Background: an optimization exercise with open tools, aiming at small area, a short achievable clock period and few clock cycles. Do not read the settings as production practice. At most, simulation tests tie the RTL to the original design; equivalence was not proved. Power and IR drop assume default switching activity.

==> flow/design.v (excerpt) <==
module playfair_stream_encrypter (
  input  wire logic        clk,
  input  wire logic        rst_n,
  input  wire logic        in_tvalid,
  output logic             in_tready,
  input  wire logic [7:0]  in_tdata,
  input  wire logic        in_tlast,
  output logic             out_tvalid,
  input  wire logic        out_tready,
  output logic [7:0]       out_tdata,
  output logic             out_tlast,
  output logic [1:0]       out_tuser,
  input  wire logic        cfg_valid,
  output logic             cfg_ready,
  input  wire logic [1:0]  cfg_index,
  input  wire logic [49:0] cfg_data
);
  logic [49:0]  key01_r;
  logic [49:0]  key23_r;
  logic [24:0]  key4_r;
  logic [124:0] key_sq;
  assign key_sq    = {key4_r, key23_r, key01_r};
  assign cfg_ready = 1'b1;
  always_ff @(posedge clk) begin
    if (!rst_n) begin
      key01_r <= pfse_pkg::KEY_ROWS_01_RESET;
      key23_r <= pfse_pkg::KEY_ROWS_23_RESET;
      key4_r  <= pfse_pkg::KEY_ROW_4_RESET;
    end else if (cfg_valid) begin
      case (cfg_index)
        2'd0: key01_r <= cfg_data;
        2'd1: key23_r <= cfg_data;
        2'd2: key4_r  <= cfg_data[24:0];
        default: ;
      endcase
    end
  end
  logic [7:0]  b_r, k_r, b_src;
  logic        bl_r, kl_r, bv_r, kv_r;
  logic        bisl_r, bissp_r;
  logic        take, in_acc;
  logic [7:0]  prev_r;
  logic        held_r, ph_r;
  ...
Size: about 240 flip-flops, ~0.013 mm² of cells after synthesis.
export LEC_CHECK = 0
export CAP_MARGIN = 20
export CORE_MARGIN = 2
export CORE_UTILIZATION = 40
export CTS_BUF_LIST = sky130_fd_sc_hd__clkbuf_8
export CTS_CLUSTER_SIZE = 30
export SLEW_MARGIN = 20
create_clock -name core_clock -period 8.0 [get_ports {clk}]
run.sh (not shown) runs the stock make flow with config.mk's settings and CLKGATE_MAP_FILE= SYNTH_SCRIPT=/design/flow/synth_recipe.tcl, a recipe that flattens the netlist after the stock synthesis.
The baseline completed without violations.
Testbench counts at the start, summed over its fixed seeds: cycles 16,630.
==> next run, changes <==
- SETUP_SLACK_MARGIN: default -> 5
Die area does not change.
Total power came out higher slightly.
Worst setup slack gets better by 730 ps.
Count of clock-buffer cells in the layout is unchanged.
First-iteration DRC count drops slightly.
Synthesized area is unchanged.
Combinational power rose by a few percent.
Via count came out higher by a few percent.
Final cell count rises slightly.
Global-route usage climbs by 0.44 points.
Clock power stays flat.

========
MS:
Another version of the RTL of playfair_stream_encrypter (not shown whole).
Size in the first run: roughly 1400 cells after synthesis, about 80 I/O pins.
==> flow/config.mk <==
export PLATFORM = sky130hd
export DESIGN_NAME = playfair_stream_encrypter
export DESIGN_NICKNAME = playfair_stream_encrypter
export VERILOG_FILES = /design/flow/design.v
export SDC_FILE = /design/flow/constraint.sdc
export NUM_CORES = 4
export LEC_CHECK = 0
export CAP_MARGIN = 20
export CORE_MARGIN = 2
export CORE_UTILIZATION = 55
export CTS_BUF_LIST = sky130_fd_sc_hd__clkbuf_8 sky130_fd_sc_hd__clkbuf_16
export CTS_CLUSTER_DIAMETER = 80
export CTS_CLUSTER_SIZE = 25
export SETUP_SLACK_MARGIN = 5
export SLEW_MARGIN = 20
==> flow/constraint.sdc <==
create_clock -name core_clock -period 8.0 [get_ports {clk}]
set_input_delay 1.6000 -clock core_clock [delete_from_list [all_inputs] [get_ports {clk}]]
set_output_delay 1.6000 -clock core_clock [all_outputs]
set_load 0.01 [all_outputs]
standard.sh (not shown) runs the stock make flow with config.mk's settings and CLKGATE_MAP_FILE= SYNTH_SCRIPT=/design/flow/synth_recipe.tcl, a recipe that flattens the netlist after the stock synthesis.
==> flow/flow/run.sh <==
#!/bin/bash
set -euo pipefail
bash standard.sh SETUP_SLACK_MARGIN=5.12 finish > standard_flow.log 2>&1
Testbench counts of MS, summed over its fixed seeds: cycles 16,698.
--- input diff MS..JK ---
# MS
export LEC_CHECK = 0
export CAP_MARGIN = 20
export CORE_MARGIN = 2
export CORE_UTILIZATION = 55
export CTS_BUF_LIST = sky130_fd_sc_hd__clkbuf_8 sky130_fd_sc_hd__clkbuf_16
export CTS_CLUSTER_DIAMETER = 80
export CTS_CLUSTER_SIZE = 25
export SETUP_SLACK_MARGIN = 5
export SLEW_MARGIN = 20
create_clock -name core_clock -period 8.0 [get_ports {clk}]
# JK
export LEC_CHECK = 0
export CAP_MARGIN = 20
export CORE_MARGIN = 2
export CORE_UTILIZATION = 40
export CTS_BUF_LIST = sky130_fd_sc_hd__clkbuf_8 sky130_fd_sc_hd__clkbuf_16
export CTS_CLUSTER_DIAMETER = 80
export CTS_CLUSTER_SIZE = 25
export SETUP_SLACK_MARGIN = 5
export SLEW_MARGIN = 20
create_clock -name core_clock -period 8.0 [get_ports {clk}]
==> flow/flow/run.sh <==
#!/bin/bash
set -euo pipefail
bash standard.sh SETUP_SLACK_MARGIN=5.2 finish > standard_flow.log 2>&1
Findings:
Compared JK against MS; final clock period utilization by the worst path within noise. Floorplan die area on JK is behind MS. JK finished all stages; the layout is clean. On total via count after detailed routing, JK and MS are neck and neck. Combinational group share of total power in JK is 0.6 points above MS.

========
playfair_stream_encrypter, a different RTL version from the one above (not shown whole).
For scale: ~1,300 cells after synthesis, ~220 flip-flops, roughly 80 I/O pins.
export LEC_CHECK = 0
export CAP_MARGIN = 20
export CORE_MARGIN = 2
export CORE_UTILIZATION = 40
export CTS_BUF_LIST = sky130_fd_sc_hd__clkbuf_8 sky130_fd_sc_hd__clkbuf_16
export CTS_CLUSTER_DIAMETER = 90
export CTS_CLUSTER_SIZE = 30
export SETUP_SLACK_MARGIN = 5
export SLEW_MARGIN = 20
create_clock -name core_clock -period 8.0 [get_ports {clk}]
==> flow/flow/run.sh <==
#!/bin/bash
set -euo pipefail
bash standard.sh SETUP_SLACK_MARGIN=5.08 finish > standard_flow.log 2>&1
Testbench counts at the start, summed over its fixed seeds: cycles 16,722.
Rerun with:
- CORE_UTILIZATION: 40 -> 45
- CTS_CLUSTER_DIAMETER: 90 -> 80
- CTS_CLUSTER_SIZE: 30 -> 25
What happened: Synthesized area is unchanged; wire length goes up by about 5.4%; via count goes up by 2.4%; hold slack gets worse by 12 ps.
Rerun with:
==> flow/flow/run.sh (replaced) <==
#!/bin/bash
set -euo pipefail
bash standard.sh SETUP_SLACK_MARGIN=5.04 finish > standard_flow.log 2>&1
- CORE_UTILIZATION: 45 -> 40
Outcome: Hold slack degrades by 5.1 ps; clock power shrinks by a few percent; core utilization shrinks by 6.4 points; wire length shrinks by a few percent.
Rerun with:
==> flow/flow/run.sh (replaced) <==
#!/bin/bash
set -euo pipefail
bash standard.sh SETUP_SLACK_MARGIN=5.08 finish > standard_flow.log 2>&1
Outcome: Critical path depth is higher by 5. Register-to-register slack gets better by 20 ps. Power hardly moves. Cell count is about the same. Global-route usage is higher by 0.20 points.

========
Another version of the RTL of playfair_stream_encrypter (not shown whole).
For scale: about 1500 cells after synthesis, roughly 260 flip-flops, about 80 I/O pins, ~0.013 sq mm of cells after synthesis.
Settings: LEC_CHECK=0, CAP_MARGIN=20, CORE_MARGIN=2, CORE_UTILIZATION=40, CTS_BUF_LIST=sky130_fd_sc_hd__clkbuf_8, CTS_CLUSTER_SIZE=30, SETUP_SLACK_MARGIN=5, SLEW_MARGIN=20; clock period 8.0 ns.
run.sh (not shown) runs the stock make flow with config.mk's settings and CLKGATE_MAP_FILE= SYNTH_SCRIPT=/design/flow/synth_recipe.tcl, a recipe that flattens the netlist after the stock synthesis.
Stock flow here: none of the scripts above is used.
Rerun with:
Settings changed: CTS_BUF_LIST sky130_fd_sc_hd__clkbuf_8 to default, CTS_CLUSTER_SIZE 30 to default.
After rerunning:
- The changed run finished with timing, DRC and antenna clean
- clock power came out higher by about 10%
- setup slack got worse by 0.016 ns
- via count is about the same
- die area stays the same
- count of clock-buffer cells in the layout went down by 19
Function was not checked in any run of this note: the RTL went through the layout flow alone.

========
## try-amber
playfair_stream_encrypter with an RTL version that a note above also has.
Size in the first run: roughly 1400 cells after synthesis, ~220 flip-flops, about 80 I/O pins, ~0.012 mm2 of cells after synthesis.
export LEC_CHECK = 0
export CAP_MARGIN = 20
export CORE_MARGIN = 2
export CORE_UTILIZATION = 40
export CTS_BUF_LIST = sky130_fd_sc_hd__clkbuf_8 sky130_fd_sc_hd__clkbuf_16
export CTS_CLUSTER_DIAMETER = 80
export CTS_CLUSTER_SIZE = 25
export SETUP_SLACK_MARGIN = 5
export SLEW_MARGIN = 20
create_clock -name core_clock -period 8.0 [get_ports {clk}]
The final layout from try-amber, which completed every stage, passed the timing, DRC and antenna checks at the end of the flow.
Testbench counts of try-amber, summed over its fixed seeds: cycles 16,698.
Relative to try-amber, the following input files were edited for try-ember:
==> flow/flow/run.sh (new file) <==
#!/bin/bash
set -euo pipefail
bash standard.sh SETUP_SLACK_MARGIN=5.3 finish > standard_flow.log 2>&1
==> flow/standard.sh (new file) <==
#!/bin/bash
# synth_recipe.tcl (not shown) runs the flow's synth.tcl, then flattens the netlist and writes it again
# the make line also repeats each setting of config.mk as NAME=value (left out here)
make -C /OpenROAD-flow-scripts/flow DESIGN_CONFIG=/design/flow/config.mk WORK_HOME=/design/flow/orfs CLKGATE_MAP_FILE= SYNTH_SCRIPT=/design/flow/synth_recipe.tcl "${@:-finish}"
removed: flow/run.sh
==> summary.txt <==
The final layout from try-ember, which completed every stage, passed the timing, DRC and antenna checks at the end of the flow. Both conditions hold for try-amber: the flow ran to the end and the final layout passed the timing, DRC and antenna checks. Of try-ember and try-amber, the run reporting the lower worst hold slack was try-ember. Compared try-ember against try-amber; row count within noise. Filler cell count went down by a few percent going from try-amber to try-ember. Looking at combinational power, try-ember sits above try-amber. Number of nets at the end of the flow (try-ember vs. try-amber) increases by a few percent. From try-ember to try-amber, cell area after synthesis did not move at all. Across both runs, footprint of the multi-input gates was higher for try-ember than for try-amber. Taking try-amber as the reference point, the worst setup slack of try-ember rises by 0.14 ns. The CTS buffer count reported for try-ember is greater than that of try-amber by 1. try-ember ended up with a higher power than try-amber did.
Setup changes, try-ember to try-nickel
==> flow/flow/run.sh <==
#!/bin/bash
set -euo pipefail
bash standard.sh SETUP_SLACK_MARGIN=5.12 finish > standard_flow.log 2>&1
--- outcome ---
- Comparing try-ember and try-nickel, combinational group share of total power is higher on try-ember.
- Compared with try-ember, in try-nickel worst path setup slack after routing now sits at about the same level; number of clock-tree buffers in the layout increased 2.
- met4 as the highest routing layer actually used was reported by try-nickel, and met5 by try-ember.
What try-zinc does differently from try-nickel at the input level:
==> flow/run.sh (new file) <==
#!/bin/bash
# synth_recipe.tcl (not shown) runs the flow's synth.tcl, then flattens the netlist and writes it again
# the make line also repeats each setting of config.mk as NAME=value (left out here)
make -C /OpenROAD-flow-scripts/flow DESIGN_CONFIG=/design/flow/config.mk WORK_HOME=/design/flow/orfs CLKGATE_MAP_FILE= SYNTH_SCRIPT=/design/flow/synth_recipe.tcl finish
diff --git a/flow/config.mk b/flow/config.mk
--- a/flow/config.mk
+++ b/flow/config.mk
@@ -10,5 +10,5 @@
 export CORE_UTILIZATION = 40
-export CTS_BUF_LIST = sky130_fd_sc_hd__clkbuf_8 sky130_fd_sc_hd__clkbuf_16
-export CTS_CLUSTER_DIAMETER = 80
-export CTS_CLUSTER_SIZE = 25
+export CTS_BUF_LIST = sky130_fd_sc_hd__clkbuf_16
+export CTS_CLUSTER_DIAMETER = 100
+export CTS_CLUSTER_SIZE = 40
 export SETUP_SLACK_MARGIN = 5
removed: flow/flow/run.sh
removed: flow/standard.sh
==> summary.txt <==
Taking try-nickel as the reference, in try-zinc post-CTS repair timing setup buffer count grew by 3, total number of multi-input combinational cells held steady, clock network power share shrank by 5.0 points, worst setup slack shrank by 0.15 ns, total instance count after detailed placement held steady. Changes observed in try-zinc relative to try-nickel: via count held steady, clock-pin slew of the registers on the worst-case setup and hold paths grew by 0.03 ns. Of try-zinc and try-nickel, try-nickel shows the higher fraction of met1 tracks used by global routing, with try-zinc below it. Share of the final layout cell area in sequential cells ends up lower on try-nickel. Post-synth design cell area essentially unchanged between try-nickel and try-zinc. Total core area came out exactly the same in try-zinc and try-nickel.

========
P:
RTL: one of the versions met above, not the one the previous note started from.
Size in the first run: roughly 1300 cells after synthesis, about 220 flip-flops, roughly 12000 um^2 of cells after synthesis.
Design playfair_stream_encrypter, start of the top module:
module playfair_stream_encrypter (
  input  wire logic        clk,
  input  wire logic        rst_n,
  input  wire logic        in_tvalid,
  output logic             in_tready,
  input  wire logic [7:0]  in_tdata,
  input  wire logic        in_tlast,
  output logic             out_tvalid,
  input  wire logic        out_tready,
  output logic [7:0]       out_tdata,
  output logic             out_tlast,
  output logic [1:0]       out_tuser,
  input  wire logic        cfg_valid,
  output logic             cfg_ready,
  input  wire logic [1:0]  cfg_index,
  input  wire logic [49:0] cfg_data
);
==> flow/config.mk <==
export PLATFORM = sky130hd
export DESIGN_NAME = playfair_stream_encrypter
export DESIGN_NICKNAME = playfair_stream_encrypter
export VERILOG_FILES = /design/flow/design.v
export SDC_FILE = /design/flow/constraint.sdc
export NUM_CORES = 4
export LEC_CHECK = 0
export CAP_MARGIN = 20
export CORE_MARGIN = 2
export CORE_UTILIZATION = 40
export CTS_BUF_LIST = sky130_fd_sc_hd__clkbuf_8 sky130_fd_sc_hd__clkbuf_16
export CTS_CLUSTER_DIAMETER = 80
export CTS_CLUSTER_SIZE = 25
export SETUP_SLACK_MARGIN = 5
export SLEW_MARGIN = 20
==> flow/constraint.sdc <==
create_clock -name core_clock -period 8.0 [get_ports {clk}]
set_input_delay 1.6000 -clock core_clock [delete_from_list [all_inputs] [get_ports {clk}]]
set_output_delay 1.6000 -clock core_clock [all_outputs]
set_load 0.01 [all_outputs]
standard.sh (not shown) runs the stock make flow with config.mk's settings and CLKGATE_MAP_FILE= SYNTH_SCRIPT=/design/flow/synth_recipe.tcl, a recipe that flattens the netlist after the stock synthesis.
==> flow/flow/run.sh <==
#!/bin/bash
set -euo pipefail
bash standard.sh SETUP_SLACK_MARGIN=5.16 finish > standard_flow.log 2>&1
P went all the way through synthesis, placement and routing and the layout is clean on timing, DRC and antenna.
Testbench counts of P, summed over its fixed seeds: cycles 16,722.
Inputs modified between P and Q:
==> flow/flow/run.sh <==
#!/bin/bash
set -euo pipefail
bash standard.sh SETUP_SLACK_MARGIN=5.12 finish > standard_flow.log 2>&1
### Flow results
Q vs. P: via count of the routed design up about 0.54%, overall power after layout down about 0.6%.
Worst reg-to-reg setup slack was higher in P than in Q.
Higher top achievable clock speed goes to P over Q.
Relative to P, post-route non-filler standard cell count has increased by 16 in Q.

## separate check: timing with driven ports
In the flow no input, the clock included, has a driving cell. The finished layouts below were timed again as built, in two steps.
Step 1: set_driving_cell puts a clkbuf_16 on clk and a buf_2 on each other input, an assumption about the parent block.
Step 2 moves the port delays by t, midway between the first and last clock arrival at a register: inputs arrive t later, outputs are due t later. That takes back most of the time a late clock gives input paths.
Slacks: no drivers / after step 1 / after step 2; pairs: no drivers / after step 1.
run	shift t [ns]	setup slack, ns	clock arrival spread, ns	worst slew at a driven data input, ns	cell pins on the clock port's net
the first run of note 1	0.594	4.279 / 4.279 / 4.279	0.025 / 0.024	0.04	1
the second run of note 1	0.594	5.004 / 5.004 / 4.553	0.026 / 0.026	0.04	1
MS	0.538	5.169 / 5.182 / 4.650	0.027 / 0.028	0.05	1
JK	0.541	5.159 / 5.159 / 4.753	0.022 / 0.022	0.05	1
the first run of note 3	0.524	5.149 / 5.174 / 4.650	0.013 / 0.013	0.05	1
the second run of note 3	0.534	5.133 / 5.152 / 4.618	0.030 / 0.030	0.05	1
the third run of note 3	0.538	5.073 / 5.094 / 4.557	0.029 / 0.029	0.05	1
the fourth run of note 3	0.534	5.189 / 5.202 / 4.681	0.022 / 0.023	0.05	1
the first run of note 4	0.605	4.783 / 4.783 / 4.608	0.030 / 0.030	0.07	1
the second run of note 4	0.607	4.767 / 4.767 / 4.643	0.027 / 0.027	0.07	1
try-amber	0.547	5.012 / 4.989 / 4.484	0.020 / 0.020	0.05	1
try-ember	0.532	5.148 / 5.148 / 4.817	0.023 / 0.023	0.05	1
try-nickel	0.544	5.150 / 5.150 / 4.691	0.019 / 0.019	0.05	1
try-zinc	0.533	5.004 / 5.001 / 4.538	0.028 / 0.028	0.05	1
P	0.538	5.224 / 5.182 / 4.698	0.023 / 0.024	0.04	1
Q	0.538	5.174 / 5.187 / 4.654	0.016 / 0.016	0.05	1
After both steps setup and hold are still met in every run listed. For try-amber, which loses most, drivers alone change the setup slack by -0.023 ns; drivers and shift together by -0.528 ns.
